Background: an optimization exercise with open tools, aiming at small area, a short achievable clock period and few clock cycles per item. Do not read the settings as production practice.
At most, simulation tests tie the RTL to the original design; equivalence was not proved.
For run 1, only the layout was checked, not whether the RTL still works.
Power and IR drop assume default switching activity.

File: flow/design.v
`default_nettype none
module exec_prefix_add #(
    parameter int N = 32
) (
    input  logic [N-1:0] a,
    input  logic [N-1:0] b,
    input  logic         cin,
    output logic [N-1:0] sum,
    output logic         cout
);
    logic [N-1:0] g0, p0, g, p;
    assign p0 = a ^ b;
    always_comb begin
        g0    = a & b;
        g0[0] = (a[0] & b[0]) | (p0[0] & cin);
    end
    always_comb begin
        g = g0;
        p = p0;
        for (int step = 1; step < N; step = step * 2) begin
            for (int i = 0; i < N; i++) begin
                if ((i / step) % 2 == 1) begin
                    g[i] = g[i] | (p[i] & g[(i / step) * step - 1]);
                    p[i] = p[i] & p[(i / step) * step - 1];
                end
            end
        end
    end
    assign sum  = p0 ^ {g[N-2:0], cin};
    assign cout = g[N-1];
endmodule
module exec_less_than #(
    parameter int N = 32
) (
    input  logic [N-1:0] a,
    input  logic [N-1:0] b,
    output logic         lt
);
    logic [N-1:0] g, p;
    always_comb begin
        g = a & ~b;
        p = a ^ ~b;
        g[0] = g[0] | p[0];    
        for (int step = 1; step < N; step = step * 2) begin
            for (int i = 2 * step - 1; i < N; i = i + 2 * step) begin
                g[i] = g[i] | (p[i] & g[i - step]);
                p[i] = p[i] & p[i - step];
            end
        end
    end
    assign lt = ~g[N-1];
endmodule
`default_nettype wire
`default_nettype none
module exec_mul_csa (
    input  logic [33:0] s_in,
    input  logic [33:0] c_in,
    input  logic [31:0] a,
    input  logic [3:0]  one,
    input  logic [3:0]  two,
    input  logic [3:0]  neg,
    input  logic [7:0]  corr_a,
    input  logic [7:0]  corr_b,
    output logic [41:0] sum_out,
    output logic [41:0] carry_out
);
    logic [3:0]  nneg;
    logic [32:0] row0, row1, row2, row3;
    logic [33:0] a2;
    assign a2 = {1'b0, a, 1'b0};
    always_comb begin
        nneg = ~neg;
        for (int k = 0; k < 33; k++) begin
            row0[k] = ((one[0] & a2[k+1]) | (two[0] & a2[k])) ^ neg[0];
            row1[k] = ((one[1] & a2[k+1]) | (two[1] & a2[k])) ^ neg[1];
            row2[k] = ((one[2] & a2[k+1]) | (two[2] & a2[k])) ^ neg[2];
            row3[k] = ((one[3] & a2[k+1]) | (two[3] & a2[k])) ^ neg[3];
        end
    end
    logic fs0, fc0, fs1, fc1, fs2, fc2, fs3, fc3, fs4, fc4, fs5, fc5, fs6, fc6, fs7, fc7, fs8, fc8, fs9, fc9, fs10, fc10, fs11, fc11, fs12, fc12, fs13, fc13, fs14, fc14, fs15, fc15, fs16, fc16, fs17, fc17, fs18, fc18, fs19, fc19, fs20, fc20, fs21, fc21, fs22, fc22, fs23, fc23, fs24, fc24, fs25, fc25, fs26, fc26, fs27, fc27, fs28, fc28, fs29, fc29, fs30, fc30, fs31, fc31, fs32, fc32, fs33, fc33, fs34, fc34, fs35, fc35, fs36, fc36, fs37, fc37, fs38, fc38, fs39, fc39, fs40, fc40, fs41, fc41, fs42, fc42, fs43, fc43, fs44, fc44, fs45, fc45, fs46, fc46, fs47, fc47, fs48, fc48, fs49, fc49, fs50, fc50, fs51, fc51, fs52, fc52, fs53, fc53, fs54, fc54, fs55, fc55, fs56, fc56, fs57, fc57, fs58, fc58, fs59, fc59, fs60, fc60, fs61, fc61, fs62, fc62, fs63, fc63, fs64, fc64, fs65, fc65, fs66, fc66, fs67, fc67, fs68, fc68, fs69, fc69, fs70, fc70, fs71, fc71, fs72, fc72, fs73, fc73, fs74, fc74, fs75, fc75, fs76, fc76, fs77, fc77, fs78, fc78, fs79, fc79, fs80, fc80, fs81, fc81, fs82, fc82, fs83, fc83, fs84, fc84, fs85, fc85, fs86, fc86, fs87, fc87, fs88, fc88, fs89, fc89, fs90, fc90, fs91, fc91, fs92, fc92, fs93, fc93, fs94, fc94, fs95, fc95, fs96, fc96, fs97, fc97, fs98, fc98, fs99, fc99, fs100, fc100, fs101, fc101, fs102, fc102, fs103, fc103, fs104, fc104, fs105, fc105, fs106, fc106, fs107, fc107, fs108, fc108, fs109, fc109, fs110, fc110, fs111, fc111, fs112, fc112, fs113, fc113, fs114, fc114, fs115, fc115, fs116, fc116, fs117, fc117, fs118, fc118, fs119, fc119, fs120, fc120, fs121, fc121, fs122, fc122, fs123, fc123, fs124, fc124, fs125, fc125, fs126, fc126, fs127, fc127, fs128, fc128, fs129, fc129, fs130, fc130, fs131, fc131, fs132, fc132, fs133, fc133, fs134, fc134, fs135, fc135, fs136, fc136, fs137, fc137, fs138, fc138, fs139, fc139, fs140, fc140, fs141, fc141, fs142, fc142, fs143, fc143, fs144, fc144, fs145, fc145;
    logic hs0, hc0, hs1, hc1, hs2, hc2, hs3, hc3, hs4, hc4, hs5, hc5, hs6, hc6, hs7, hc7, hs8, hc8, hs9, hc9, hs10, hc10, hs11, hc11, hs12, hc12, hs13, hc13, hs14, hc14, hs15, hc15, hs16, hc16, hs17, hc17, hs18, hc18, hs19, hc19, hs20, hc20, hs21, hc21, hs22, hc22, hs23, hc23, hs24, hc24, hs25, hc25, hs26, hc26, hs27, hc27, hs28, hc28, hs29, hc29, hs30, hc30, hs31, hc31;
    assign fs0 = s_in[0] ^ c_in[0] ^ nneg[0];
    assign fc0 = (s_in[0] & c_in[0]) | (s_in[0] & nneg[0]) | (c_in[0] & nneg[0]);
    assign fs1 = s_in[1] ^ c_in[1] ^ neg[0];
    assign fc1 = (s_in[1] & c_in[1]) | (s_in[1] & neg[0]) | (c_in[1] & neg[0]);
    assign hs0 = row0[1] ^ fc0;
    assign hc0 = row0[1] & fc0;
    assign fs2 = s_in[2] ^ c_in[2] ^ nneg[1];
    assign fc2 = (s_in[2] & c_in[2]) | (s_in[2] & nneg[1]) | (c_in[2] & nneg[1]);
    assign fs3 = row0[2] ^ row1[0] ^ fc1;
    assign fc3 = (row0[2] & row1[0]) | (row0[2] & fc1) | (row1[0] & fc1);
    assign hs1 = fs2 ^ hc0;
    assign hc1 = fs2 & hc0;
    assign fs4 = s_in[3] ^ c_in[3] ^ neg[1];
    assign fc4 = (s_in[3] & c_in[3]) | (s_in[3] & neg[1]) | (c_in[3] & neg[1]);
    assign fs5 = row0[3] ^ row1[1] ^ fc2;
    assign fc5 = (row0[3] & row1[1]) | (row0[3] & fc2) | (row1[1] & fc2);
    assign fs6 = fs4 ^ fc3 ^ fs5;
    assign fc6 = (fs4 & fc3) | (fs4 & fs5) | (fc3 & fs5);
    assign fs7 = s_in[4] ^ c_in[4] ^ nneg[2];
    assign fc7 = (s_in[4] & c_in[4]) | (s_in[4] & nneg[2]) | (c_in[4] & nneg[2]);
    assign fs8 = row0[4] ^ row1[2] ^ row2[0];
    assign fc8 = (row0[4] & row1[2]) | (row0[4] & row2[0]) | (row1[2] & row2[0]);
    assign fs9 = fc4 ^ fs7 ^ fc5;
    assign fc9 = (fc4 & fs7) | (fc4 & fc5) | (fs7 & fc5);
    assign hs2 = fs8 ^ fc6;
    assign hc2 = fs8 & fc6;
    assign fs10 = s_in[5] ^ c_in[5] ^ neg[2];
    assign fc10 = (s_in[5] & c_in[5]) | (s_in[5] & neg[2]) | (c_in[5] & neg[2]);
    assign fs11 = row0[5] ^ row1[3] ^ row2[1];
    assign fc11 = (row0[5] & row1[3]) | (row0[5] & row2[1]) | (row1[3] & row2[1]);
    assign fs12 = fc7 ^ fs10 ^ fc8;
    assign fc12 = (fc7 & fs10) | (fc7 & fc8) | (fs10 & fc8);
    assign fs13 = fs11 ^ fc9 ^ fs12;
    assign fc13 = (fs11 & fc9) | (fs11 & fs12) | (fc9 & fs12);
    assign fs14 = s_in[6] ^ c_in[6] ^ nneg[3];
    assign fc14 = (s_in[6] & c_in[6]) | (s_in[6] & nneg[3]) | (c_in[6] & nneg[3]);
    assign fs15 = row0[6] ^ row1[4] ^ row2[2];
    assign fc15 = (row0[6] & row1[4]) | (row0[6] & row2[2]) | (row1[4] & row2[2]);
    assign fs16 = row3[0] ^ fc10 ^ fs14;
    assign fc16 = (row3[0] & fc10) | (row3[0] & fs14) | (fc10 & fs14);
    assign fs17 = fc11 ^ fs15 ^ fs16;
    assign fc17 = (fc11 & fs15) | (fc11 & fs16) | (fs15 & fs16);
    assign hs3 = fc12 ^ fs17;
    assign hc3 = fc12 & fs17;
    assign fs18 = s_in[7] ^ c_in[7] ^ neg[3];
    assign fc18 = (s_in[7] & c_in[7]) | (s_in[7] & neg[3]) | (c_in[7] & neg[3]);
    assign fs19 = row0[7] ^ row1[5] ^ row2[3];
    assign fc19 = (row0[7] & row1[5]) | (row0[7] & row2[3]) | (row1[5] & row2[3]);
    assign fs20 = row3[1] ^ fc14 ^ fs18;
    assign fc20 = (row3[1] & fc14) | (row3[1] & fs18) | (fc14 & fs18);
    assign fs21 = fc15 ^ fs19 ^ fc16;
    assign fc21 = (fc15 & fs19) | (fc15 & fc16) | (fs19 & fc16);
    assign fs22 = fs20 ^ fs21 ^ fc17;
    assign fc22 = (fs20 & fs21) | (fs20 & fc17) | (fs21 & fc17);
    assign fs23 = s_in[8] ^ c_in[8] ^ row0[8];
    assign fc23 = (s_in[8] & c_in[8]) | (s_in[8] & row0[8]) | (c_in[8] & row0[8]);
    assign fs24 = row1[6] ^ row2[4] ^ row3[2];
    assign fc24 = (row1[6] & row2[4]) | (row1[6] & row3[2]) | (row2[4] & row3[2]);
    assign fs25 = fc18 ^ fc19 ^ fs23;
    assign fc25 = (fc18 & fc19) | (fc18 & fs23) | (fc19 & fs23);
    assign fs26 = fs24 ^ fc20 ^ fc21;
    assign fc26 = (fs24 & fc20) | (fs24 & fc21) | (fc20 & fc21);
    assign hs4 = fs25 ^ fs26;
    assign hc4 = fs25 & fs26;
    assign fs27 = s_in[9] ^ c_in[9] ^ row0[9];
    assign fc27 = (s_in[9] & c_in[9]) | (s_in[9] & row0[9]) | (c_in[9] & row0[9]);
    assign fs28 = row1[7] ^ row2[5] ^ row3[3];
    assign fc28 = (row1[7] & row2[5]) | (row1[7] & row3[3]) | (row2[5] & row3[3]);
    assign fs29 = fc23 ^ fc24 ^ fs27;
    assign fc29 = (fc23 & fc24) | (fc23 & fs27) | (fc24 & fs27);
    assign fs30 = fs28 ^ fc25 ^ fs29;
    assign fc30 = (fs28 & fc25) | (fs28 & fs29) | (fc25 & fs29);
    assign hs5 = fc26 ^ fs30;
    assign hc5 = fc26 & fs30;
    assign fs31 = s_in[10] ^ c_in[10] ^ row0[10];
    assign fc31 = (s_in[10] & c_in[10]) | (s_in[10] & row0[10]) | (c_in[10] & row0[10]);
    assign fs32 = row1[8] ^ row2[6] ^ row3[4];
    assign fc32 = (row1[8] & row2[6]) | (row1[8] & row3[4]) | (row2[6] & row3[4]);
    assign fs33 = fc27 ^ fc28 ^ fs31;
    assign fc33 = (fc27 & fc28) | (fc27 & fs31) | (fc28 & fs31);
    assign fs34 = fs32 ^ fc29 ^ fs33;
    assign fc34 = (fs32 & fc29) | (fs32 & fs33) | (fc29 & fs33);
    assign hs6 = fc30 ^ fs34;
    assign hc6 = fc30 & fs34;
    assign fs35 = s_in[11] ^ c_in[11] ^ row0[11];
    assign fc35 = (s_in[11] & c_in[11]) | (s_in[11] & row0[11]) | (c_in[11] & row0[11]);
    assign fs36 = row1[9] ^ row2[7] ^ row3[5];
    assign fc36 = (row1[9] & row2[7]) | (row1[9] & row3[5]) | (row2[7] & row3[5]);
    assign fs37 = fc31 ^ fc32 ^ fs35;
    assign fc37 = (fc31 & fc32) | (fc31 & fs35) | (fc32 & fs35);
    assign fs38 = fs36 ^ fc33 ^ fs37;
    assign fc38 = (fs36 & fc33) | (fs36 & fs37) | (fc33 & fs37);
    assign hs7 = fc34 ^ fs38;
    assign hc7 = fc34 & fs38;
    assign fs39 = s_in[12] ^ c_in[12] ^ row0[12];
    assign fc39 = (s_in[12] & c_in[12]) | (s_in[12] & row0[12]) | (c_in[12] & row0[12]);
    assign fs40 = row1[10] ^ row2[8] ^ row3[6];
    assign fc40 = (row1[10] & row2[8]) | (row1[10] & row3[6]) | (row2[8] & row3[6]);
    assign fs41 = fc35 ^ fc36 ^ fs39;
    assign fc41 = (fc35 & fc36) | (fc35 & fs39) | (fc36 & fs39);
    assign fs42 = fs40 ^ fc37 ^ fs41;
    assign fc42 = (fs40 & fc37) | (fs40 & fs41) | (fc37 & fs41);
    assign hs8 = fc38 ^ fs42;
    assign hc8 = fc38 & fs42;
    assign fs43 = s_in[13] ^ c_in[13] ^ row0[13];
    assign fc43 = (s_in[13] & c_in[13]) | (s_in[13] & row0[13]) | (c_in[13] & row0[13]);
    assign fs44 = row1[11] ^ row2[9] ^ row3[7];
    assign fc44 = (row1[11] & row2[9]) | (row1[11] & row3[7]) | (row2[9] & row3[7]);
    assign fs45 = fc39 ^ fc40 ^ fs43;
    assign fc45 = (fc39 & fc40) | (fc39 & fs43) | (fc40 & fs43);
    assign fs46 = fs44 ^ fc41 ^ fs45;
    assign fc46 = (fs44 & fc41) | (fs44 & fs45) | (fc41 & fs45);
    assign hs9 = fc42 ^ fs46;
    assign hc9 = fc42 & fs46;
    assign fs47 = s_in[14] ^ c_in[14] ^ row0[14];
    assign fc47 = (s_in[14] & c_in[14]) | (s_in[14] & row0[14]) | (c_in[14] & row0[14]);
    assign fs48 = row1[12] ^ row2[10] ^ row3[8];
    assign fc48 = (row1[12] & row2[10]) | (row1[12] & row3[8]) | (row2[10] & row3[8]);
    assign fs49 = fc43 ^ fc44 ^ fs47;
    assign fc49 = (fc43 & fc44) | (fc43 & fs47) | (fc44 & fs47);
    assign fs50 = fs48 ^ fc45 ^ fs49;
    assign fc50 = (fs48 & fc45) | (fs48 & fs49) | (fc45 & fs49);
    assign hs10 = fc46 ^ fs50;
    assign hc10 = fc46 & fs50;
    assign fs51 = s_in[15] ^ c_in[15] ^ row0[15];
    assign fc51 = (s_in[15] & c_in[15]) | (s_in[15] & row0[15]) | (c_in[15] & row0[15]);
    assign fs52 = row1[13] ^ row2[11] ^ row3[9];
    assign fc52 = (row1[13] & row2[11]) | (row1[13] & row3[9]) | (row2[11] & row3[9]);
    assign fs53 = fc47 ^ fc48 ^ fs51;
    assign fc53 = (fc47 & fc48) | (fc47 & fs51) | (fc48 & fs51);
    assign fs54 = fs52 ^ fc49 ^ fs53;
    assign fc54 = (fs52 & fc49) | (fs52 & fs53) | (fc49 & fs53);
    assign hs11 = fc50 ^ fs54;
    assign hc11 = fc50 & fs54;
    assign fs55 = s_in[16] ^ c_in[16] ^ row0[16];
    assign fc55 = (s_in[16] & c_in[16]) | (s_in[16] & row0[16]) | (c_in[16] & row0[16]);
    assign fs56 = row1[14] ^ row2[12] ^ row3[10];
    assign fc56 = (row1[14] & row2[12]) | (row1[14] & row3[10]) | (row2[12] & row3[10]);
    assign fs57 = fc51 ^ fc52 ^ fs55;
    assign fc57 = (fc51 & fc52) | (fc51 & fs55) | (fc52 & fs55);
    assign fs58 = fs56 ^ fc53 ^ fs57;
    assign fc58 = (fs56 & fc53) | (fs56 & fs57) | (fc53 & fs57);
    assign hs12 = fc54 ^ fs58;
    assign hc12 = fc54 & fs58;
    assign fs59 = s_in[17] ^ c_in[17] ^ row0[17];
    assign fc59 = (s_in[17] & c_in[17]) | (s_in[17] & row0[17]) | (c_in[17] & row0[17]);
    assign fs60 = row1[15] ^ row2[13] ^ row3[11];
    assign fc60 = (row1[15] & row2[13]) | (row1[15] & row3[11]) | (row2[13] & row3[11]);
    assign fs61 = fc55 ^ fc56 ^ fs59;
    assign fc61 = (fc55 & fc56) | (fc55 & fs59) | (fc56 & fs59);
    assign fs62 = fs60 ^ fc57 ^ fs61;
    assign fc62 = (fs60 & fc57) | (fs60 & fs61) | (fc57 & fs61);
    assign hs13 = fc58 ^ fs62;
    assign hc13 = fc58 & fs62;
    assign fs63 = s_in[18] ^ c_in[18] ^ row0[18];
    assign fc63 = (s_in[18] & c_in[18]) | (s_in[18] & row0[18]) | (c_in[18] & row0[18]);
    assign fs64 = row1[16] ^ row2[14] ^ row3[12];
    assign fc64 = (row1[16] & row2[14]) | (row1[16] & row3[12]) | (row2[14] & row3[12]);
    assign fs65 = fc59 ^ fc60 ^ fs63;
    assign fc65 = (fc59 & fc60) | (fc59 & fs63) | (fc60 & fs63);
    assign fs66 = fs64 ^ fc61 ^ fs65;
    assign fc66 = (fs64 & fc61) | (fs64 & fs65) | (fc61 & fs65);
    assign hs14 = fc62 ^ fs66;
    assign hc14 = fc62 & fs66;
    assign fs67 = s_in[19] ^ c_in[19] ^ row0[19];
    assign fc67 = (s_in[19] & c_in[19]) | (s_in[19] & row0[19]) | (c_in[19] & row0[19]);
    assign fs68 = row1[17] ^ row2[15] ^ row3[13];
    assign fc68 = (row1[17] & row2[15]) | (row1[17] & row3[13]) | (row2[15] & row3[13]);
    assign fs69 = fc63 ^ fc64 ^ fs67;
    assign fc69 = (fc63 & fc64) | (fc63 & fs67) | (fc64 & fs67);
    assign fs70 = fs68 ^ fc65 ^ fs69;
    assign fc70 = (fs68 & fc65) | (fs68 & fs69) | (fc65 & fs69);
    assign hs15 = fc66 ^ fs70;
    assign hc15 = fc66 & fs70;
    assign fs71 = s_in[20] ^ c_in[20] ^ row0[20];
    assign fc71 = (s_in[20] & c_in[20]) | (s_in[20] & row0[20]) | (c_in[20] & row0[20]);
    assign fs72 = row1[18] ^ row2[16] ^ row3[14];
    assign fc72 = (row1[18] & row2[16]) | (row1[18] & row3[14]) | (row2[16] & row3[14]);
    assign fs73 = fc67 ^ fc68 ^ fs71;
    assign fc73 = (fc67 & fc68) | (fc67 & fs71) | (fc68 & fs71);
    assign fs74 = fs72 ^ fc69 ^ fs73;
    assign fc74 = (fs72 & fc69) | (fs72 & fs73) | (fc69 & fs73);
    assign hs16 = fc70 ^ fs74;
    assign hc16 = fc70 & fs74;
    assign fs75 = s_in[21] ^ c_in[21] ^ row0[21];
    assign fc75 = (s_in[21] & c_in[21]) | (s_in[21] & row0[21]) | (c_in[21] & row0[21]);
    assign fs76 = row1[19] ^ row2[17] ^ row3[15];
    assign fc76 = (row1[19] & row2[17]) | (row1[19] & row3[15]) | (row2[17] & row3[15]);
    assign fs77 = fc71 ^ fc72 ^ fs75;
    assign fc77 = (fc71 & fc72) | (fc71 & fs75) | (fc72 & fs75);
    assign fs78 = fs76 ^ fc73 ^ fs77;
    assign fc78 = (fs76 & fc73) | (fs76 & fs77) | (fc73 & fs77);
    assign hs17 = fc74 ^ fs78;
    assign hc17 = fc74 & fs78;
    assign fs79 = s_in[22] ^ c_in[22] ^ row0[22];
    assign fc79 = (s_in[22] & c_in[22]) | (s_in[22] & row0[22]) | (c_in[22] & row0[22]);
    assign fs80 = row1[20] ^ row2[18] ^ row3[16];
    assign fc80 = (row1[20] & row2[18]) | (row1[20] & row3[16]) | (row2[18] & row3[16]);
    assign fs81 = fc75 ^ fc76 ^ fs79;
    assign fc81 = (fc75 & fc76) | (fc75 & fs79) | (fc76 & fs79);
    assign fs82 = fs80 ^ fc77 ^ fs81;
    assign fc82 = (fs80 & fc77) | (fs80 & fs81) | (fc77 & fs81);
    assign hs18 = fc78 ^ fs82;
    assign hc18 = fc78 & fs82;
    assign fs83 = s_in[23] ^ c_in[23] ^ row0[23];
    assign fc83 = (s_in[23] & c_in[23]) | (s_in[23] & row0[23]) | (c_in[23] & row0[23]);
    assign fs84 = row1[21] ^ row2[19] ^ row3[17];
    assign fc84 = (row1[21] & row2[19]) | (row1[21] & row3[17]) | (row2[19] & row3[17]);
    assign fs85 = fc79 ^ fc80 ^ fs83;
    assign fc85 = (fc79 & fc80) | (fc79 & fs83) | (fc80 & fs83);
    assign fs86 = fs84 ^ fc81 ^ fs85;
    assign fc86 = (fs84 & fc81) | (fs84 & fs85) | (fc81 & fs85);
    assign hs19 = fc82 ^ fs86;
    assign hc19 = fc82 & fs86;
    assign fs87 = s_in[24] ^ c_in[24] ^ row0[24];
    assign fc87 = (s_in[24] & c_in[24]) | (s_in[24] & row0[24]) | (c_in[24] & row0[24]);
    assign fs88 = row1[22] ^ row2[20] ^ row3[18];
    assign fc88 = (row1[22] & row2[20]) | (row1[22] & row3[18]) | (row2[20] & row3[18]);
    assign fs89 = fc83 ^ fc84 ^ fs87;
    assign fc89 = (fc83 & fc84) | (fc83 & fs87) | (fc84 & fs87);
    assign fs90 = fs88 ^ fc85 ^ fs89;
    assign fc90 = (fs88 & fc85) | (fs88 & fs89) | (fc85 & fs89);
    assign hs20 = fc86 ^ fs90;
    assign hc20 = fc86 & fs90;
    assign fs91 = s_in[25] ^ c_in[25] ^ row0[25];
    assign fc91 = (s_in[25] & c_in[25]) | (s_in[25] & row0[25]) | (c_in[25] & row0[25]);
    assign fs92 = row1[23] ^ row2[21] ^ row3[19];
    assign fc92 = (row1[23] & row2[21]) | (row1[23] & row3[19]) | (row2[21] & row3[19]);
    assign fs93 = fc87 ^ fc88 ^ fs91;
    assign fc93 = (fc87 & fc88) | (fc87 & fs91) | (fc88 & fs91);
    assign fs94 = fs92 ^ fc89 ^ fs93;
    assign fc94 = (fs92 & fc89) | (fs92 & fs93) | (fc89 & fs93);
    assign hs21 = fc90 ^ fs94;
    assign hc21 = fc90 & fs94;
    assign fs95 = s_in[26] ^ c_in[26] ^ row0[26];
    assign fc95 = (s_in[26] & c_in[26]) | (s_in[26] & row0[26]) | (c_in[26] & row0[26]);
    assign fs96 = row1[24] ^ row2[22] ^ row3[20];
    assign fc96 = (row1[24] & row2[22]) | (row1[24] & row3[20]) | (row2[22] & row3[20]);
    assign fs97 = fc91 ^ fc92 ^ fs95;
    assign fc97 = (fc91 & fc92) | (fc91 & fs95) | (fc92 & fs95);
    assign fs98 = fs96 ^ fc93 ^ fs97;
    assign fc98 = (fs96 & fc93) | (fs96 & fs97) | (fc93 & fs97);
    assign hs22 = fc94 ^ fs98;
    assign hc22 = fc94 & fs98;
    assign fs99 = s_in[27] ^ c_in[27] ^ row0[27];
    assign fc99 = (s_in[27] & c_in[27]) | (s_in[27] & row0[27]) | (c_in[27] & row0[27]);
    assign fs100 = row1[25] ^ row2[23] ^ row3[21];
    assign fc100 = (row1[25] & row2[23]) | (row1[25] & row3[21]) | (row2[23] & row3[21]);
    assign fs101 = fc95 ^ fc96 ^ fs99;
    assign fc101 = (fc95 & fc96) | (fc95 & fs99) | (fc96 & fs99);
    assign fs102 = fs100 ^ fc97 ^ fs101;
    assign fc102 = (fs100 & fc97) | (fs100 & fs101) | (fc97 & fs101);
    assign hs23 = fc98 ^ fs102;
    assign hc23 = fc98 & fs102;
    assign fs103 = s_in[28] ^ c_in[28] ^ row0[28];
    assign fc103 = (s_in[28] & c_in[28]) | (s_in[28] & row0[28]) | (c_in[28] & row0[28]);
    assign fs104 = row1[26] ^ row2[24] ^ row3[22];
    assign fc104 = (row1[26] & row2[24]) | (row1[26] & row3[22]) | (row2[24] & row3[22]);
    assign fs105 = fc99 ^ fc100 ^ fs103;
    assign fc105 = (fc99 & fc100) | (fc99 & fs103) | (fc100 & fs103);
    assign fs106 = fs104 ^ fc101 ^ fs105;
    assign fc106 = (fs104 & fc101) | (fs104 & fs105) | (fc101 & fs105);
    assign hs24 = fc102 ^ fs106;
    assign hc24 = fc102 & fs106;
    assign fs107 = s_in[29] ^ c_in[29] ^ row0[29];
    assign fc107 = (s_in[29] & c_in[29]) | (s_in[29] & row0[29]) | (c_in[29] & row0[29]);
    assign fs108 = row1[27] ^ row2[25] ^ row3[23];
    assign fc108 = (row1[27] & row2[25]) | (row1[27] & row3[23]) | (row2[25] & row3[23]);
    assign fs109 = fc103 ^ fc104 ^ fs107;
    assign fc109 = (fc103 & fc104) | (fc103 & fs107) | (fc104 & fs107);
    assign fs110 = fs108 ^ fc105 ^ fs109;
    assign fc110 = (fs108 & fc105) | (fs108 & fs109) | (fc105 & fs109);
    assign hs25 = fc106 ^ fs110;
    assign hc25 = fc106 & fs110;
    assign fs111 = s_in[30] ^ c_in[30] ^ row0[30];
    assign fc111 = (s_in[30] & c_in[30]) | (s_in[30] & row0[30]) | (c_in[30] & row0[30]);
    assign fs112 = row1[28] ^ row2[26] ^ row3[24];
    assign fc112 = (row1[28] & row2[26]) | (row1[28] & row3[24]) | (row2[26] & row3[24]);
    assign fs113 = fc107 ^ fc108 ^ fs111;
    assign fc113 = (fc107 & fc108) | (fc107 & fs111) | (fc108 & fs111);
    assign fs114 = fs112 ^ fc109 ^ fs113;
    assign fc114 = (fs112 & fc109) | (fs112 & fs113) | (fc109 & fs113);
    assign hs26 = fc110 ^ fs114;
    assign hc26 = fc110 & fs114;
    assign fs115 = s_in[31] ^ c_in[31] ^ row0[31];
    assign fc115 = (s_in[31] & c_in[31]) | (s_in[31] & row0[31]) | (c_in[31] & row0[31]);
    assign fs116 = row1[29] ^ row2[27] ^ row3[25];
    assign fc116 = (row1[29] & row2[27]) | (row1[29] & row3[25]) | (row2[27] & row3[25]);
    assign fs117 = fc111 ^ fc112 ^ fs115;
    assign fc117 = (fc111 & fc112) | (fc111 & fs115) | (fc112 & fs115);
    assign fs118 = fs116 ^ fc113 ^ fs117;
    assign fc118 = (fs116 & fc113) | (fs116 & fs117) | (fc113 & fs117);
    assign hs27 = fc114 ^ fs118;
    assign hc27 = fc114 & fs118;
    assign fs119 = s_in[32] ^ c_in[32] ^ corr_a[0];
    assign fc119 = (s_in[32] & c_in[32]) | (s_in[32] & corr_a[0]) | (c_in[32] & corr_a[0]);
    assign fs120 = corr_b[0] ^ row0[32] ^ row1[30];
    assign fc120 = (corr_b[0] & row0[32]) | (corr_b[0] & row1[30]) | (row0[32] & row1[30]);
    assign fs121 = row2[28] ^ row3[26] ^ fs119;
    assign fc121 = (row2[28] & row3[26]) | (row2[28] & fs119) | (row3[26] & fs119);
    assign fs122 = fc115 ^ fc116 ^ fs120;
    assign fc122 = (fc115 & fc116) | (fc115 & fs120) | (fc116 & fs120);
    assign fs123 = fs121 ^ fc117 ^ fs122;
    assign fc123 = (fs121 & fc117) | (fs121 & fs122) | (fc117 & fs122);
    assign hs28 = fc118 ^ fs123;
    assign hc28 = fc118 & fs123;
    assign fs124 = s_in[33] ^ c_in[33] ^ nneg[0];
    assign fc124 = (s_in[33] & c_in[33]) | (s_in[33] & nneg[0]) | (c_in[33] & nneg[0]);
    assign fs125 = corr_a[1] ^ corr_b[1] ^ row1[31];
    assign fc125 = (corr_a[1] & corr_b[1]) | (corr_a[1] & row1[31]) | (corr_b[1] & row1[31]);
    assign fs126 = row2[29] ^ row3[27] ^ fs124;
    assign fc126 = (row2[29] & row3[27]) | (row2[29] & fs124) | (row3[27] & fs124);
    assign fs127 = fc119 ^ fc120 ^ fs125;
    assign fc127 = (fc119 & fc120) | (fc119 & fs125) | (fc120 & fs125);
    assign fs128 = fs126 ^ fc121 ^ fc122;
    assign fc128 = (fs126 & fc121) | (fs126 & fc122) | (fc121 & fc122);
    assign fs129 = fs127 ^ fc123 ^ fs128;
    assign fc129 = (fs127 & fc123) | (fs127 & fs128) | (fc123 & fs128);
    assign fs130 = corr_a[2] ^ corr_b[2] ^ row1[32];
    assign fc130 = (corr_a[2] & corr_b[2]) | (corr_a[2] & row1[32]) | (corr_b[2] & row1[32]);
    assign fs131 = row2[30] ^ row3[28] ^ fc124;
    assign fc131 = (row2[30] & row3[28]) | (row2[30] & fc124) | (row3[28] & fc124);
    assign fs132 = fc125 ^ fs130 ^ fc126;
    assign fc132 = (fc125 & fs130) | (fc125 & fc126) | (fs130 & fc126);
    assign fs133 = fs131 ^ fc127 ^ fs132;
    assign fc133 = (fs131 & fc127) | (fs131 & fs132) | (fc127 & fs132);
    assign hs29 = fc128 ^ fs133;
    assign hc29 = fc128 & fs133;
    assign fs134 = nneg[1] ^ corr_a[3] ^ corr_b[3];
    assign fc134 = (nneg[1] & corr_a[3]) | (nneg[1] & corr_b[3]) | (corr_a[3] & corr_b[3]);
    assign fs135 = row2[31] ^ row3[29] ^ fs134;
    assign fc135 = (row2[31] & row3[29]) | (row2[31] & fs134) | (row3[29] & fs134);
    assign fs136 = fc130 ^ fc131 ^ fs135;
    assign fc136 = (fc130 & fc131) | (fc130 & fs135) | (fc131 & fs135);
    assign fs137 = fc132 ^ fs136 ^ fc133;
    assign fc137 = (fc132 & fs136) | (fc132 & fc133) | (fs136 & fc133);
    assign fs138 = corr_a[4] ^ corr_b[4] ^ row2[32];
    assign fc138 = (corr_a[4] & corr_b[4]) | (corr_a[4] & row2[32]) | (corr_b[4] & row2[32]);
    assign fs139 = row3[30] ^ fc134 ^ fs138;
    assign fc139 = (row3[30] & fc134) | (row3[30] & fs138) | (fc134 & fs138);
    assign fs140 = fc135 ^ fs139 ^ fc136;
    assign fc140 = (fc135 & fs139) | (fc135 & fc136) | (fs139 & fc136);
    assign fs141 = nneg[2] ^ corr_a[5] ^ corr_b[5];
    assign fc141 = (nneg[2] & corr_a[5]) | (nneg[2] & corr_b[5]) | (corr_a[5] & corr_b[5]);
    assign fs142 = row3[31] ^ fs141 ^ fc138;
    assign fc142 = (row3[31] & fs141) | (row3[31] & fc138) | (fs141 & fc138);
    assign hs30 = fc139 ^ fs142;
    assign hc30 = fc139 & fs142;
    assign fs143 = corr_a[6] ^ corr_b[6] ^ row3[32];
    assign fc143 = (corr_a[6] & corr_b[6]) | (corr_a[6] & row3[32]) | (corr_b[6] & row3[32]);
    assign fs144 = fc141 ^ fs143 ^ fc142;
    assign fc144 = (fc141 & fs143) | (fc141 & fc142) | (fs143 & fc142);
    assign fs145 = nneg[3] ^ corr_a[7] ^ corr_b[7];
    assign fc145 = (nneg[3] & corr_a[7]) | (nneg[3] & corr_b[7]) | (corr_a[7] & corr_b[7]);
    assign hs31 = fs145 ^ fc143;
    assign hc31 = fs145 & fc143;
    assign sum_out[0] = row0[0];
    assign carry_out[0] = fs0;
    assign sum_out[1] = fs1;
    assign carry_out[1] = hs0;
    assign sum_out[2] = fs3;
    assign carry_out[2] = hs1;
    assign sum_out[3] = hc1;
    assign carry_out[3] = fs6;
    assign sum_out[4] = fs9;
    assign carry_out[4] = hs2;
    assign sum_out[5] = hc2;
    assign carry_out[5] = fs13;
    assign sum_out[6] = fc13;
    assign carry_out[6] = hs3;
    assign sum_out[7] = hc3;
    assign carry_out[7] = fs22;
    assign sum_out[8] = fc22;
    assign carry_out[8] = hs4;
    assign sum_out[9] = hc4;
    assign carry_out[9] = hs5;
    assign sum_out[10] = hc5;
    assign carry_out[10] = hs6;
    assign sum_out[11] = hc6;
    assign carry_out[11] = hs7;
    assign sum_out[12] = hc7;
    assign carry_out[12] = hs8;
    assign sum_out[13] = hc8;
    assign carry_out[13] = hs9;
    assign sum_out[14] = hc9;
    assign carry_out[14] = hs10;
    assign sum_out[15] = hc10;
    assign carry_out[15] = hs11;
    assign sum_out[16] = hc11;
    assign carry_out[16] = hs12;
    assign sum_out[17] = hc12;
    assign carry_out[17] = hs13;
    assign sum_out[18] = hc13;
    assign carry_out[18] = hs14;
    assign sum_out[19] = hc14;
    assign carry_out[19] = hs15;
    assign sum_out[20] = hc15;
    assign carry_out[20] = hs16;
    assign sum_out[21] = hc16;
    assign carry_out[21] = hs17;
    assign sum_out[22] = hc17;
    assign carry_out[22] = hs18;
    assign sum_out[23] = hc18;
    assign carry_out[23] = hs19;
    assign sum_out[24] = hc19;
    assign carry_out[24] = hs20;
    assign sum_out[25] = hc20;
    assign carry_out[25] = hs21;
    assign sum_out[26] = hc21;
    assign carry_out[26] = hs22;
    assign sum_out[27] = hc22;
    assign carry_out[27] = hs23;
    assign sum_out[28] = hc23;
    assign carry_out[28] = hs24;
    assign sum_out[29] = hc24;
    assign carry_out[29] = hs25;
    assign sum_out[30] = hc25;
    assign carry_out[30] = hs26;
    assign sum_out[31] = hc26;
    assign carry_out[31] = hs27;
    assign sum_out[32] = hc27;
    assign carry_out[32] = hs28;
    assign sum_out[33] = hc28;
    assign carry_out[33] = fs129;
    assign sum_out[34] = hs29;
    assign carry_out[34] = fc129;
    assign sum_out[35] = hc29;
    assign carry_out[35] = fs137;
    assign sum_out[36] = fs140;
    assign carry_out[36] = fc137;
    assign sum_out[37] = hs30;
    assign carry_out[37] = fc140;
    assign sum_out[38] = hc30;
    assign carry_out[38] = fs144;
    assign sum_out[39] = hs31;
    assign carry_out[39] = fc144;
    assign sum_out[40] = fc145;
    assign carry_out[40] = hc31;
    assign sum_out[41] = 1'b0;
    assign carry_out[41] = 1'b0;
endmodule
`default_nettype wire
`default_nettype none
module exec_stage (
    input  logic        clock,
    input  logic        reset,
    input  logic        issue_valid,
    input  logic [1:0]  issue_fu,
    input  logic [3:0]  issue_func,
    input  logic [1:0]  opa_select,
    input  logic [2:0]  opb_select,
    input  logic [31:0] inst,
    input  logic [31:0] pc,
    input  logic [31:0] rs1_value,
    input  logic [31:0] rs2_value,
    input  logic [4:0]  issue_tag,
    input  logic        complete_credit,
    output logic [2:0]  fu_free,
    output logic        complete_valid,
    output logic [1:0]  complete_fu,
    output logic [4:0]  complete_tag,
    output logic [31:0] complete_result,
    output logic        complete_take
);
    localparam logic [3:0] ALU_ADD = 4'd0, ALU_SUB = 4'd1, ALU_AND = 4'd2, ALU_OR = 4'd3,
                           ALU_XOR = 4'd4, ALU_SLT = 4'd5, ALU_SLTU = 4'd6, ALU_SLL = 4'd7,
                           ALU_SRL = 4'd8, ALU_SRA = 4'd9;
    localparam logic [3:0] MUL = 4'd10, MULH = 4'd11, MULHSU = 4'd12;
    localparam logic [6:0] OPCODE_JAL  = 7'b1101111;
    localparam logic [6:0] OPCODE_JALR = 7'b1100111;
    logic [31:0] opa, opb;
    always_comb begin
        case (opa_select)
            2'd0:    opa = rs1_value;
            2'd1:    opa = pc + 32'd4;
            2'd2:    opa = pc;
            default: opa = '0;
        endcase
    end
    always_comb begin
        case (opb_select)
            3'd0:    opb = rs2_value;
            3'd1:    opb = {{20{inst[31]}}, inst[31:20]};
            3'd2:    opb = {{20{inst[31]}}, inst[31:25], inst[11:7]};
            3'd3:    opb = {{19{inst[31]}}, inst[31], inst[7], inst[30:25], inst[11:8], 1'b0};
            3'd4:    opb = {inst[31:12], 12'b0};
            3'd5:    opb = {{11{inst[31]}}, inst[31], inst[19:12], inst[20], inst[30:21], 1'b0};
            default: opb = '0;
        endcase
    end
    logic rs_eq, rs_ltu, rs_lt, cond_take, in_jal, in_jalr;
    exec_less_than #(.N(32)) u_rs_ltu (.a(rs1_value), .b(rs2_value), .lt(rs_ltu));
    assign rs_eq   = (rs1_value == rs2_value);
    assign rs_lt   = (rs1_value[31] ^ rs2_value[31]) ? rs1_value[31] : rs_ltu;
    assign in_jal  = (inst[6:0] == OPCODE_JAL);
    assign in_jalr = (inst[6:0] == OPCODE_JALR);
    always_comb begin
        case (inst[14:12])
            3'b000:  cond_take = rs_eq;
            3'b001:  cond_take = ~rs_eq;
            3'b100:  cond_take = rs_lt;
            3'b101:  cond_take = ~rs_lt;
            3'b110:  cond_take = rs_ltu;
            3'b111:  cond_take = ~rs_ltu;
            default: cond_take = 1'b0;
        endcase
    end
    localparam int S_SUM = 0, S_AND = 1, S_OR = 2, S_XOR = 3, S_SLT = 4, S_SLTU = 5,
                   S_SL = 6, S_SR = 7;
    logic        in_sub;
    logic [7:0]  in_sel;
    assign in_sub = !issue_fu[1] &&
                    (issue_func == ALU_SUB || issue_func == ALU_SLT || issue_func == ALU_SLTU);
    always_comb begin
        in_sel = '0;
        if (issue_fu[1]) begin
            in_sel[S_SUM] = 1'b1;
        end else begin
            case (issue_func)
                ALU_ADD, ALU_SUB: in_sel[S_SUM]  = 1'b1;
                ALU_AND:          in_sel[S_AND]  = 1'b1;
                ALU_OR:           in_sel[S_OR]   = 1'b1;
                ALU_XOR:          in_sel[S_XOR]  = 1'b1;
                ALU_SLT:          in_sel[S_SLT]  = 1'b1;
                ALU_SLTU:         in_sel[S_SLTU] = 1'b1;
                ALU_SLL:          in_sel[S_SL]   = 1'b1;
                default:          in_sel[S_SR]   = 1'b1;
            endcase
        end
    end
    logic        x_v, x_br, x_take, x_clr0, x_sub, x_shl, x_sra;
    logic [7:0]  x_sel;
    logic [4:0]  x_tag;
    logic [31:0] x_a, x_bx;
    always_ff @(posedge clock) begin
        if (reset) x_v <= 1'b0;
        else       x_v <= issue_valid && (issue_fu != 2'd1);
    end
    always_ff @(posedge clock) begin
        x_br   <= issue_fu[1];
        x_sel  <= in_sel;
        x_sub  <= in_sub;
        x_shl  <= (issue_func == ALU_SLL);
        x_sra  <= (issue_func == ALU_SRA);
        x_tag  <= issue_tag;
        x_a    <= opa;
        x_bx   <= opb ^ {32{in_sub}};
        x_take <= in_jal | in_jalr | cond_take;
        x_clr0 <= issue_fu[1] & in_jalr;
    end
    logic [31:0] x_sum;
    logic        x_cout, x_ltu, x_lt;
    logic [31:0] sh_in, sh_out, sh_rev;
    logic [31:0] x_res;
    exec_prefix_add #(.N(32)) u_add (
        .a(x_a), .b(x_bx), .cin(x_sub), .sum(x_sum), .cout(x_cout)
    );
    assign x_ltu = ~x_cout;
    assign x_lt  = (x_a[31] ^ ~x_bx[31]) ? x_a[31] : x_ltu;
    always_comb begin
        for (int i = 0; i < 32; i++) sh_in[i] = x_shl ? x_a[31-i] : x_a[i];
    end
    assign sh_out = $unsigned($signed({x_sra & x_a[31], sh_in}) >>> x_bx[4:0]);
    always_comb begin
        for (int i = 0; i < 32; i++) sh_rev[i] = sh_out[31-i];
    end
    assign x_res = ({32{x_sel[S_SUM]}} & {x_sum[31:1], x_sum[0] & ~x_clr0})
                 | ({32{x_sel[S_AND]}} & (x_a & x_bx))
                 | ({32{x_sel[S_OR]}}  & (x_a | x_bx))
                 | ({32{x_sel[S_XOR]}} & (x_a ^ x_bx))
                 | {31'b0, (x_sel[S_SLT] & x_lt) | (x_sel[S_SLTU] & x_ltu)}
                 | ({32{x_sel[S_SL]}}  & sh_rev)
                 | ({32{x_sel[S_SR]}}  & sh_out);
    logic        pa_v, pb_v, r_v;
    logic        m_busy;
    logic [1:0]  m_cnt;
    logic [1:0]  credits;
    logic        has_credit;
    logic        m_last, m_first;
    logic        grant_x, grant_pa, grant_pb, grant_mul, granted;
    always_comb begin
        grant_x   = 1'b0;
        grant_pa  = 1'b0;
        grant_pb  = 1'b0;
        grant_mul = 1'b0;
        if (has_credit) begin
            if (r_v && m_busy && m_first) grant_mul = 1'b1;    
            else if (pa_v)                grant_pa  = 1'b1;
            else if (pb_v)                grant_pb  = 1'b1;
            else if (x_v)                 grant_x   = 1'b1;
            else if (r_v)                 grant_mul = 1'b1;
        end
    end
    assign granted = grant_x | grant_pa | grant_pb | grant_mul;
    assign fu_free = {(grant_x & x_br) | grant_pb, m_last, (grant_x & ~x_br) | grant_pa};
    logic [31:0] pa_res, pb_res;
    logic [4:0]  pa_tag, pb_tag;
    logic        pb_take;
    logic        park_a, park_b;
    assign park_a = x_v && !x_br && !grant_x;
    assign park_b = x_v &&  x_br && !grant_x;
    always_ff @(posedge clock) begin
        if (reset) begin
            pa_v <= 1'b0;
            pb_v <= 1'b0;
        end else begin
            if (park_a)        pa_v <= 1'b1;
            else if (grant_pa) pa_v <= 1'b0;
            if (park_b)        pb_v <= 1'b1;
            else if (grant_pb) pb_v <= 1'b0;
        end
    end
    always_ff @(posedge clock) begin
        if (park_a) begin
            pa_res <= x_res;
            pa_tag <= x_tag;
        end
        if (park_b) begin
            pb_res  <= x_res;
            pb_tag  <= x_tag;
            pb_take <= x_take;
        end
    end
    logic [31:0] m_a, m_b;
    logic        m_a32, m_uext;
    logic [3:0]  m_one, m_two, m_neg;
    logic [33:0] m_s, m_c;
    logic        m_ci;
    logic        m_hi;
    logic [4:0]  m_tag;
    logic        r_hi;
    logic [4:0]  r_tag;
    logic [31:0] mh_res;
    logic        m_free, m_step;
    logic        in_asgn, in_bsgn, in_a32, in_uext;
    assign in_asgn = (issue_func == MUL) || (issue_func == MULH) || (issue_func == MULHSU);
    assign in_bsgn = (issue_func == MUL) || (issue_func == MULH);
    assign in_a32  = in_asgn & opa[31];
    assign in_uext = ~in_bsgn & opb[31];
    assign m_free = !m_busy || m_last;
    assign m_step = m_busy && (!m_first || !r_v || grant_mul);
    logic [7:0]  m_abyte, m_corr_a, m_corr_b;
    logic [33:0] m_s_in, m_c_in;
    logic        m_ci_in;
    logic [41:0] m_sum, m_carry;
    logic [7:0]  m_low;
    logic        m_cout;
    always_comb begin
        case (m_cnt)
            2'd0:    m_abyte = m_a[7:0];
            2'd1:    m_abyte = m_a[15:8];
            2'd2:    m_abyte = m_a[23:16];
            default: m_abyte = m_a[31:24];
        endcase
    end
    assign m_corr_a = {8{m_uext}} & m_abyte;
    assign m_corr_b = {8{m_a32}} & ~m_b[7:0];
    assign m_s_in   = m_first ? 34'h0AAAAAAAB : m_s;
    assign m_c_in   = m_first ? {1'b0, m_a32, 32'b0} : m_c;
    assign m_ci_in  = !m_first && m_ci;
    exec_mul_csa u_csa (
        .s_in(m_s_in), .c_in(m_c_in), .a(m_a), .one(m_one), .two(m_two), .neg(m_neg),
        .corr_a(m_corr_a), .corr_b(m_corr_b), .sum_out(m_sum), .carry_out(m_carry)
    );
    assign {m_cout, m_low} = {1'b0, m_sum[7:0]} + {1'b0, m_carry[7:0]} + {8'b0, m_ci_in};
    function automatic logic [11:0] booth(input logic [8:0] b9);
        logic [3:0] one, two, neg;
        for (int i = 0; i < 4; i++) begin
            one[i] = b9[2*i+1] ^ b9[2*i];
            two[i] = (b9[2*i+2] & ~b9[2*i+1] & ~b9[2*i]) | (~b9[2*i+2] & b9[2*i+1] & b9[2*i]);
            neg[i] = b9[2*i+2];
        end
        booth = {one, two, neg};
    endfunction
    logic [11:0] in_booth, m_next_booth;
    assign in_booth     = booth({opb[7:0], 1'b0});
    assign m_next_booth = booth(m_b[15:7]);
    always_ff @(posedge clock) begin
        if (reset) begin
            m_busy <= 1'b0;
            m_last <= 1'b0;
            r_v    <= 1'b0;
        end else begin
            if (m_free) begin
                m_busy <= issue_valid && (issue_fu == 2'd1);
                m_last <= 1'b0;
            end else if (m_step) begin
                m_last <= (m_cnt == 2'd2);
            end
            if (m_last)         r_v <= 1'b1;
            else if (grant_mul) r_v <= 1'b0;
        end
    end
    always_ff @(posedge clock) begin
        if (m_free) begin
            m_cnt   <= 2'd0;
            m_first <= 1'b1;
            m_a     <= opa;
            m_b     <= opb;
            m_a32   <= in_a32;
            m_uext  <= in_uext;
            {m_one, m_two, m_neg} <= in_booth;
            m_hi    <= (issue_func != MUL);
            m_tag   <= issue_tag;
        end else if (m_step) begin
            m_cnt   <= m_cnt + 2'd1;
            m_first <= 1'b0;
            m_b     <= {m_low, m_b[31:8]};
            {m_one, m_two, m_neg} <= m_next_booth;
        end
    end
    always_ff @(posedge clock) begin
        if (m_step) begin
            if (!m_last) begin
                m_s  <= m_sum[41:8];
                m_c  <= m_carry[41:8];
                m_ci <= m_cout;
            end else if (m_hi) begin
                m_s  <= {2'b0, m_sum[39:8]};
                m_c  <= {2'b0, m_carry[39:8]};
                m_ci <= m_cout;
            end else begin
                m_s  <= {2'b0, m_low, m_b[31:8]};
                m_c  <= 34'b0;
                m_ci <= 1'b0;
            end
        end
        if (m_last) begin
            r_hi  <= m_hi;
            r_tag <= m_tag;
        end
    end
    logic [31:0] mh_k, mh_x, mh_y;
    assign mh_k = {16{1'b0, r_hi}};
    assign mh_x = m_s[31:0] ^ m_c[31:0] ^ mh_k;
    assign mh_y = {(m_s[30:0] & m_c[30:0]) | (m_s[30:0] & mh_k[30:0]) | (m_c[30:0] & mh_k[30:0]),
                   m_ci};
    exec_prefix_add #(.N(32)) u_mh_add (
        .a(mh_x), .b(mh_y), .cin(1'b0), .sum(mh_res), .cout()
    );
    logic [1:0] credits_next;
    assign credits_next = credits + {1'b0, complete_credit} - {1'b0, granted};
    always_ff @(posedge clock) begin
        if (reset) begin
            credits        <= 2'd2;
            has_credit     <= 1'b1;
            complete_valid <= 1'b0;
        end else begin
            credits        <= credits_next;
            has_credit     <= (credits_next != 2'd0);
            complete_valid <= granted;
        end
    end
    always_ff @(posedge clock) begin
        complete_fu     <= grant_x ? {x_br, 1'b0} : grant_pa ? 2'd0 : grant_pb ? 2'd2 : 2'd1;
        complete_tag    <= grant_x ? x_tag : grant_pa ? pa_tag : grant_pb ? pb_tag : r_tag;
        complete_result <= grant_x ? x_res : grant_pa ? pa_res : grant_pb ? pb_res : mh_res;
        complete_take   <= grant_x ? (x_br & x_take) : grant_pb & pb_take;
    end
endmodule
`default_nettype wire
File: flow/run.sh
#!/bin/bash
# synth_recipe.tcl (not shown) runs the flow's synth.tcl, then flattens the netlist and writes it again
# the make line also repeats each setting of config.mk as NAME=value (left out here)
make -C /OpenROAD-flow-scripts/flow DESIGN_CONFIG=/design/flow/config.mk WORK_HOME=/design/flow/orfs CLKGATE_MAP_FILE= SYNTH_SCRIPT=/design/flow/synth_recipe.tcl finish
File: flow/config.mk
export PLATFORM = sky130hd
export DESIGN_NAME = exec_stage
export DESIGN_NICKNAME = exec_stage
export VERILOG_FILES = /design/flow/design.v
export SDC_FILE = /design/flow/constraint.sdc
export NUM_CORES = 4
export LEC_CHECK = 0
export CAP_MARGIN = 20
export CORE_MARGIN = 2
export CORE_UTILIZATION = 40
export PLACE_DENSITY = 0.5
export SETUP_SLACK_MARGIN = 4
export SLEW_MARGIN = 20
File: flow/constraint.sdc
create_clock -name core_clock -period 8.0 [get_ports {clock}]
set_input_delay 1.6000 -clock core_clock [delete_from_list [all_inputs] [get_ports {clock}]]
set_output_delay 1.6000 -clock core_clock [all_outputs]
set_load 0.01 [all_outputs]
==> results of run 1 <==
[cells by family after synthesis]
logic type      count (synthesis)  synth area share [%]
compound gates                830                  17.8
xor+xnor                      222                  6.49
fa+ha+maj                     361                  19.3
buf+inv                       546                  7.05
flops                         364                  31.9
mux                            95                  4.81
simple gates                  812                  12.6
[state kept, by name, indices dropped and copies added, names as in the netlist, 4 cells and up]
name	flops
m_c	33
m_s	33
complete_result	32
m_a	32
m_b	32
pa_res	32
pb_res	32
x_a	32
x_bx	32
x_sel	8
complete_tag	5
m_tag	5
pa_tag	5
pb_tag	5
r_tag	5
x_tag	5
m_one	4
m_two	4
[stage by stage]
step	utilization (%)	worst slack [ps]
floorplan	-	4070
global placement	43.9	3040
global route	46.8	3940
finish	46.8	3960
CTS	46.3	4000
detailed placement	43.9	3100
[cells in the mapped netlist (all sizes together), types with 9 or more instances]
| cell type | number |
|---|---|
| clkbuf | 169 |
| edfxtp | 228 |
| mux4 | 35 |
| xnor2 | 199 |
| xor2 | 23 |
| nor3 | 40 |
| nand2 | 303 |
| nor2b | 56 |
| ha | 191 |
| or2 | 11 |
| nand4 | 16 |
| o22a | 12 |
| fa | 170 |
| nor3b | 9 |
| dfxtp | 136 |
| a21o | 39 |
| and3 | 16 |
| nand3 | 27 |
| a221o | 11 |
| a222oi | 9 |
| mux2 | 19 |
| and2 | 45 |
| buf | 41 |
| a211oi | 25 |
| a22oi | 164 |
| o211ai | 19 |
| o21a | 18 |
| or3 | 11 |
| nand2b | 38 |
| o21bai | 10 |
| a21oi | 217 |
| o21ai | 204 |
| a221oi | 11 |
| mux2i | 41 |
| inv | 334 |
| a31oi | 20 |
| nor2 | 214 |
[repair_timing]
| action | CTS | global route |
|---|---|---|
| setup buffers | 8 | 18 |
| cloned | 1 | 2 |
| setup endpoints to repair | 61 | 86 |
| pin swaps | 2 | 7 |
| resized for setup | 33 | 56 |
[report_power, final]
part	internal, mW	total (mW)	switching, mW
sequential	2.60	2.97	0.367
clock	1.28	2.15	0.873
combinational	2.72	6.53	3.82
total	6.60	11.7	5.06
[area by class of cell]
type	count	area, um^2	share of cell area, %
Inverter	336	1290	3.71
Sequential cell	364	9580	27.5
Tap cell	969	1210	3.48
Antenna cell	4	10.0	0.0288
Clock inverter	20	179	0.514
Timing Repair Buffer	266	2650	7.60
Timing Repair inverter	1	5.00	0.0144
Clock buffer	64	1380	3.97
Multi-Input combinational cell	2320	18500	53.2
[metal layers]
metal	global-route usage, %	vias to the layer above	wire [um]
li1	-	11400	-
met1	41.9	12600	51700
met2	46.9	1208	52400
met3	5.70	207	9660
met4	12.8	4	5920
met5	0	-	24
[path summary, 6_finish.rpt]
path | slack, ps | depth (start not counted) | startpoint | endpoint
worst max-delay path | 3960 | 3 | opa_select[0] | m_a[3]
worst min-delay path | 420 | 0 | m_tag[0] | r_tag[0]
worst max register to register | 4120 | 12 | m_cnt[0] | m_c[25]
worst min register to register | 420 | 0 | m_tag[0] | r_tag[0]
==> impl_results.md, run 1 <==
- CTS buffer count: 45
- Finish-stage setup viols: 0
- Pin count of the biggest net entering global routing: 70
- Hold buffer count at CTS: 0
- Kind of critical path: in -> reg
- Final Hold Viols: 0
- Vias: 25400
- Via/cell ratio: 5.85
- Post-synth EDFFs: 228
- # clock sinks: 364
- Clock root cell: clkbuf_16
- RSZ-0062 raised after global routing: yes
- PnR Total Power: 11.7 mW
- # port buffers: 191
- Tcrit/Tclk final: 50.5%
- Top post-synthesis cells by area: edfxtp_1 (23%), fa_1 (11%), dfxtp_1 (9.1%)
- Leak: 14.2 nW
- #FFs+latches synth: 364
- CP Buf/Inv Count: 1
- Seq/Total Area, Yosys: 31.9%
- Fillers: 7143
- Gp weighted congestion: 0.946
- Synthesized Nets: 3739
- Synthesized area per cell: 9.28 um^2
- Clock insertion delay at the later pin of the skew report: 590 ps
- Top delay family on crit path: buffers and inverters
- CTS tree: done
- Synthesized instance count: 3230
- DR pass1 iterations: 10
- Post-DP HPWL: 93600 um
- Yosys warning total: 4
- Non-filler cells, final: 4344
- Max clock buf depth: 3
- Placed cells: 4227
- Maximum vdd drop: 0.000223 V
- Slew headroom: 27.7%
- Outcome: timing/DRC/antenna clean
- Number of nets still failing antenna checks after routing: 0
- Final instance area: 34800 um^2
- Crit path time final: 4040 ps
- Ratio of cells with drive above 1 in the final layout: 8.16%
- Fin. max-slew vios: 0
- Row count: 100
- Critical Path Source Type: input pin
- Worst hold slack: 416 ps
- Initial DRC Count: 2481
- CP cell instances: clkdlybuf4s50_1, nand2b_1, o22ai_1
- Die area: 77100 um^2
- Synthesized area: 30000 um^2
- Ys async rst share: 0%
- WL per Instance: 27.5 um
- Chip height: 278 um
- Crit-path max FO: 30
- Placed Area: 32600 um^2
- Core Area: 74300 um^2
- Distinct cells, synth: 87
- Pwr dens: 335 nW/um^2
- DRC: 0
- Most frequent cells in the layout: inv_1 (327), nand2_1 (300), edfxtp_1 (228)
- Hold Path Class: reg -> reg
- Commonest non-fill, non-tap cell in the layout: inv_1
- CP arrival: 4320 ps
- Clk slew on worst S/H paths: 60 ps
- Area Growth Syn to Fin: 16.2%
- Share of the synthesized area in the top cell type: 22.9%
- Main synth FF type: edfxtp_1
- Total grt overflow: 0
- Setup TNS: 0 ps
- Synth area leader: edfxtp_1
- Peak Freq: 0.248 GHz
- CTS H-tree lvls: 2
- Tightest Pin Transition: 1080 ps
- Crit path largest cell delay: 1030 ps
- Setup crit end kind: flop
- Vias in the first global route: 25000
- Horiz. Die Dim: 278 um
- First-pass GRT wire length: 173000 um
- Global Route Usage Sum: 30.4%
- Slowest CP cell: clkdlybuf4s50_1
- Clock skew: 23.6 ps
- WL final: 120000 um
- Max cap viols: 0
- # IOs: 192
- Initial antenna violation count: 5
- Nets@finish: 3843
- Worst EP required: 8280 ps
- Initial cell density of the core: 40.3%
==> inputs of run 2 (changes only) <==
--- a/flow/design.v
+++ b/flow/design.v
@@ -552,2 +552,6 @@
     logic [31:0] opa, opb;
+    logic [29:0] pc_inc;
+    exec_prefix_add #(.N(30)) u_pc_inc (
+        .a(pc[31:2]), .b(30'b0), .cin(1'b1), .sum(pc_inc), .cout()
+    );
     always_comb begin
@@ -555,3 +559,3 @@
             2'd0:    opa = rs1_value;
-            2'd1:    opa = pc + 32'd4;
+            2'd1:    opa = {pc_inc, pc[1:0]};
             2'd2:    opa = pc;
@@ -612,2 +616,3 @@
     logic        x_v, x_br, x_take, x_clr0, x_sub, x_shl, x_sra;
+    logic [4:0]  x_rot;
     logic [7:0]  x_sel;
@@ -624,2 +629,3 @@
         x_shl  <= (issue_func == ALU_SLL);
+        x_rot  <= (issue_func == ALU_SLL) ? 5'd0 - opb[4:0] : opb[4:0];
         x_sra  <= (issue_func == ALU_SRA);
@@ -633,3 +639,3 @@
     logic        x_cout, x_ltu, x_lt;
-    logic [31:0] sh_in, sh_out, sh_rev;
+    logic [31:0] sh_rot, sh_mask, sh_mask_l, sh_out;
     logic [31:0] x_res;
@@ -641,8 +647,12 @@
     always_comb begin
-        for (int i = 0; i < 32; i++) sh_in[i] = x_shl ? x_a[31-i] : x_a[i];
+        sh_rot = x_a;
+        for (int k = 0; k < 5; k++) begin
+            if (x_rot[k]) sh_rot = 32'({sh_rot, sh_rot} >> (1 << k));
+        end
     end
-    assign sh_out = $unsigned($signed({x_sra & x_a[31], sh_in}) >>> x_bx[4:0]);
     always_comb begin
-        for (int i = 0; i < 32; i++) sh_rev[i] = sh_out[31-i];
+        for (int i = 0; i < 32; i++) sh_mask_l[i] = ({27'b0, x_bx[4:0]} <= i);
+        for (int i = 0; i < 32; i++) sh_mask[i] = x_shl ? sh_mask_l[i] : sh_mask_l[31-i];
     end
+    assign sh_out = (sh_rot & sh_mask) | ({32{x_sra & x_a[31]}} & ~sh_mask);
     assign x_res = ({32{x_sel[S_SUM]}} & {x_sum[31:1], x_sum[0] & ~x_clr0})
@@ -652,4 +662,3 @@
                  | {31'b0, (x_sel[S_SLT] & x_lt) | (x_sel[S_SLTU] & x_ltu)}
-                 | ({32{x_sel[S_SL]}}  & sh_rev)
-                 | ({32{x_sel[S_SR]}}  & sh_out);
+                 | ({32{x_sel[S_SL] | x_sel[S_SR]}} & sh_out);
     logic        pa_v, pb_v, r_v;
@@ -722,3 +731,3 @@
     assign m_step = m_busy && (!m_first || !r_v || grant_mul);
-    logic [7:0]  m_abyte, m_corr_a, m_corr_b;
+    logic [7:0]  m_abyte_next, m_corr_a, m_corr_b;
     logic [33:0] m_s_in, m_c_in;
@@ -730,10 +739,7 @@
         case (m_cnt)
-            2'd0:    m_abyte = m_a[7:0];
-            2'd1:    m_abyte = m_a[15:8];
-            2'd2:    m_abyte = m_a[23:16];
-            default: m_abyte = m_a[31:24];
+            2'd0:    m_abyte_next = m_a[15:8];
+            2'd1:    m_abyte_next = m_a[23:16];
+            default: m_abyte_next = m_a[31:24];
         endcase
     end
-    assign m_corr_a = {8{m_uext}} & m_abyte;
-    assign m_corr_b = {8{m_a32}} & ~m_b[7:0];
     assign m_s_in   = m_first ? 34'h0AAAAAAAB : m_s;
@@ -783,2 +789,4 @@
             {m_one, m_two, m_neg} <= in_booth;
+            m_corr_a <= {8{in_uext}} & opa[7:0];
+            m_corr_b <= {8{in_a32}} & ~opb[7:0];
             m_hi    <= (issue_func != MUL);
@@ -790,2 +798,4 @@
             {m_one, m_two, m_neg} <= m_next_booth;
+            m_corr_a <= {8{m_uext}} & m_abyte_next;
+            m_corr_b <= {8{m_a32}} & ~m_b[15:8];
         end
--- a/flow/config.mk
+++ b/flow/config.mk
@@ -11,3 +11,3 @@
 export PLACE_DENSITY = 0.5
-export SETUP_SLACK_MARGIN = 4
+export SETUP_SLACK_MARGIN = 4.5
 export SLEW_MARGIN = 20
==> run 2 against run 1 <==
- still clean
- register-to-register slack better by 160 ps
- via count increased by 1.6%
- cell count grew 0.94%
- synthesized cell count shrank 0.43%
- largest cell class unchanged
==> impl_results.md, run 2 <==
- Synthesized instance count: 3216
- Total grt overflow: 0
- Slowest CP cell: fa_1
- Leak: 15.0 nW
- Area occupied by multi-input gates: 19500 um^2
- Worst EP required: 8350 ps
- RSZ-0062 raised after global routing: yes
- PnR Total Power: 12.1 mW
- Commonest non-fill, non-tap cell in the layout: inv_1
- Die area: 78600 um^2
- Top post-synthesis cells by area: edfxtp_1 (24%), fa_1 (11%), dfxtp_1 (9.2%)
- Post-synth EDFFs: 240
- Initial DRC Count: 2618
- Fin. max-slew vios: 0
- Clock skew: 42.0 ps
- Nets@finish: 3885
- # port buffers: 191
- Ratio of cells with drive above 1 in the final layout: 14.5%
- Finish-stage setup viols: 0
- Hold buffer count at CTS: 0
- Reg2Reg Setup Slack: 4280 ps
- Via/cell ratio: 5.89
- Internal power: 7.02 mW
- # clock sinks: 381
- Share of the synthesized area in the top cell type: 23.6%
- Reg2reg end: m_b[31]
- WL per Instance: 28.1 um
- Crit-path max FO: 6
- Seq pwr share: 24.7%
- Clk slew on worst S/H paths: 60 ps
- Max cap viols: 0
- R2R depth: 13
- Global Route Usage Sum: 31.0%
- Maximum vdd drop: 0.000223 V
- Top delay family on crit path: adder cells
- Number of nets still failing antenna checks after routing: 0
- CP most frequent cell: fa_1
- CTS buffer count: 45
- Distinct cells, synth: 76
- Outcome: timing/DRC/antenna clean
- P_sw: 5.08 mW
- Setup crit end kind: flop
- Synthesized Nets: 3731
- Hold Path Depth: 0
- CP Buf/Inv Count: 4
- DR pass1 iterations: 8
- Vias: 25800
- Critical Path Source Type: flop
- CTS H-tree lvls: 2
- Util after Layout: 48.6%
- Max clock buf depth: 3
- R2R Path Start: m_first
- Slew headroom: 28.7%
- Top-count cell post-synth: inv_1
- Final Worst Setup Slack: 4280 ps
- Ys async rst share: 0%
- Hold Path Class: reg -> reg
- Horiz. Die Dim: 280 um
- CTS tree: done
- CP arrival: 4070 ps
- First-pass GRT wire length: 177000 um
- Yosys warning total: 5
- CP cell instances: buf_8, buf_8, or2_4, fa_1, inv_2, fa_1, inv_2, fa_1, ha_4, a21o_1, a21oi_4, xor2_4, mux2i_1
- Pwr dens: 328 nW/um^2
- Biggest regs: m_c (33), m_s (33)
- Register area: 10100 um^2
- Kind of critical path: reg -> reg
- Sw frac: 42.0%
- Area Growth Syn to Fin: 20.7%
- Initial antenna violation count: 2
- Setup TNS: 0 ps
- Place WS: 3260 ps
- Synth area leader: edfxtp_1
- Clock root cell: clkbuf_16
- Peak Freq: 0.268 GHz
- Synthesized area per cell: 9.50 um^2
- Ant diodes: 0
- Combinational power share: 57.3%
- Final Hold Viols: 0
- DRC: 0
- WL final: 123000 um
- Row count: 101
- # IOs: 192
- Crit path time final: 3720 ps
- Seq/Total Area, Yosys: 32.8%
- #FFs+latches synth: 381
- Synthesized area: 30600 um^2
- Chip height: 280 um
- Most frequent cells in the layout: inv_1 (331), nand2_1 (318), edfxtp_1 (240)
- Crit path largest cell delay: 540 ps
- Tcrit/Tclk final: 46.6%
- Synth top cells by count: inv_1 (340), nand2_1 (323), edfxtp_1 (240)
- WHS Endpoint: r_tag[3]
- Clock insertion delay at the later pin of the skew report: 610 ps
- Pin count of the biggest net entering global routing: 68
- Clk pwr share: 18.0%
- Gp weighted congestion: 0.963
- Initial cell density of the core: 40.3%
- Vias in the first global route: 25800
- Fillers: 7076
- Main synth FF type: edfxtp_1
- Tightest Pin Transition: 1070 ps
- Post-DP HPWL: 93700 um
- Min-delay src: m_tag[3]
- Core Area: 75800 um^2
## run 2: cell count changes after synthesis, moves of 11 or more
cell,previous run,this run
mux2i_1,40,85
nor2_1,214,169
nand2_1,303,323
o21ai_1,19,4
nor3_1,40,26
edfxtp_1,228,240
inv_1,328,340
mux2_2,18,30
a221o_1,11,22
o22a_1,12,1
xnor2_1,199,188
## run 2: power by group through the flow
stage	clock network, mW	registers (mW)	logic [mW]
4_1_cts	2.21	3.01	6.53
3_5_place_dp	0	3.06	5.94
5_1_grt	2.28	3.00	7.61
2_1_floorplan	0	2.86	3.88
6_report	2.18	2.99	6.94
3_3_place_gp	0	3.06	5.91
## run 2: cells by family (layout without fill, tap and decap cells)
group           count (synthesis)  after routing  share of synthesized area, %
mux                           153            153                          6.74
simple gates                  756            759                          11.4
flops                         381            381                          32.8
compound gates                787            787                          16.5
buf+inv                       554            742                          7.05
xor+xnor                      218            218                          6.25
fa+ha+maj                     367            367                          19.3
## run 2: cell type report
class	count	share of cell area [%]
Clock buffer	60	3.48
Clock inverter	24	0.723
Inverter	344	3.58
Multi-Input combinational cell	2284	52.8
Sequential cell	381	27.3
Tap cell	978	3.32
Timing Repair Buffer	314	8.78
## run 2: stage by stage
step	instance area, um^2	cells	hold WS, ps
CTS	36100	4357	417
detailed placement	33400	4224	405
global route	36900	4385	420
finish	36900	4385	416
floorplan	30700	3216	400
global placement	33400	4224	402
## run 2: per-layer routing
| metal | global-route usage, % | wire [um] | vias up | part of all wire, % |
|---|---|---|---|---|
| li1 | - | - | 11500 | - |
| met1 | 41.1 | 51300 | 13000 | 42 |
| met2 | 50.6 | 57700 | 1145 | 47 |
| met3 | 4.38 | 8080 | 230 | 6.6 |
| met4 | 13.4 | 6000 | 0 | 4.9 |
| met5 | 0 | 0 | - | 0 |
## run 2: repair_timing
| item | in CTS | in global routing |
|---|---|---|
| hold endpoints to repair | 0 | 0 |
| pin swaps | 51 | 57 |
| gates cloned | 7 | 0 |
| setup endpoints to repair | 271 | 152 |
| setup buffers | 42 | 28 |
| gates resized for setup | 194 | 127 |
## run 2: how the worst max path moves through the flow
| stage | endpoint | slack, ps | cells after the start | from |
|---|---|---|---|---|
| after floorplan | complete_result[9] | 4390 | 12 | r_hi |
| after global placement | m_two[3] | 3290 | 5 | opb_select[2] |
| after detailed placement | m_two[3] | 3260 | 6 | opb_select[1] |
| after CTS | m_b[31] | 4280 | 16 | m_first |
| after global routing | m_b[31] | 4160 | 13 | m_first |
| final | m_b[31] | 4280 | 13 | m_first |
## run 2: worst reg2reg max path, cell delays in order, from the launching register on
cell     delay [ps]
dfxtp_4         350
buf_8           130
buf_8           140
or2_4           250
fa_1            520
inv_2            50
fa_1            520
inv_2            40
fa_1            540
ha_4            230
a21o_1          180
a21oi_4         190
xor2_4          230
mux2i_1         110
Testbench counts of run 2, summed over its fixed seeds: cycles 39,051, items 32,000.

separate check: timing with driven ports:
Ports are ideal in the flow. The routed layouts listed here were re-timed in OpenROAD.
Step 1: set_driving_cell puts a clkbuf_16 on clock and a buf_2 on each other input, an assumption about the parent block.
Step 2, shift: input delay + t, output delay - t, t = (earliest + latest rising clock arrival at the registers) / 2. This alone moves slack from input paths to output paths.
Three values: ideal, step 1, step 2; two values: the first two.
| run | shift t [ns] | slack for setup (ns) | hold slack, ns | clock arrival spread, ns | cell pins on the clock port's net |
|---|---|---|---|---|---|
| run 1 | 0.647 | 3.963 / 4.010 / 3.363 | 0.416 / 0.416 / 0.416 | 0.025 / 0.025 | 1 |
| run 2 | 0.667 | 4.275 / 4.275 / 3.922 | 0.416 / 0.416 / 0.416 | 0.054 / 0.054 | 1 |
After both steps setup and hold are still met in every run listed. For run 1, which loses most, drivers alone change the setup slack by +0.047 ns; drivers and shift together by -0.600 ns.
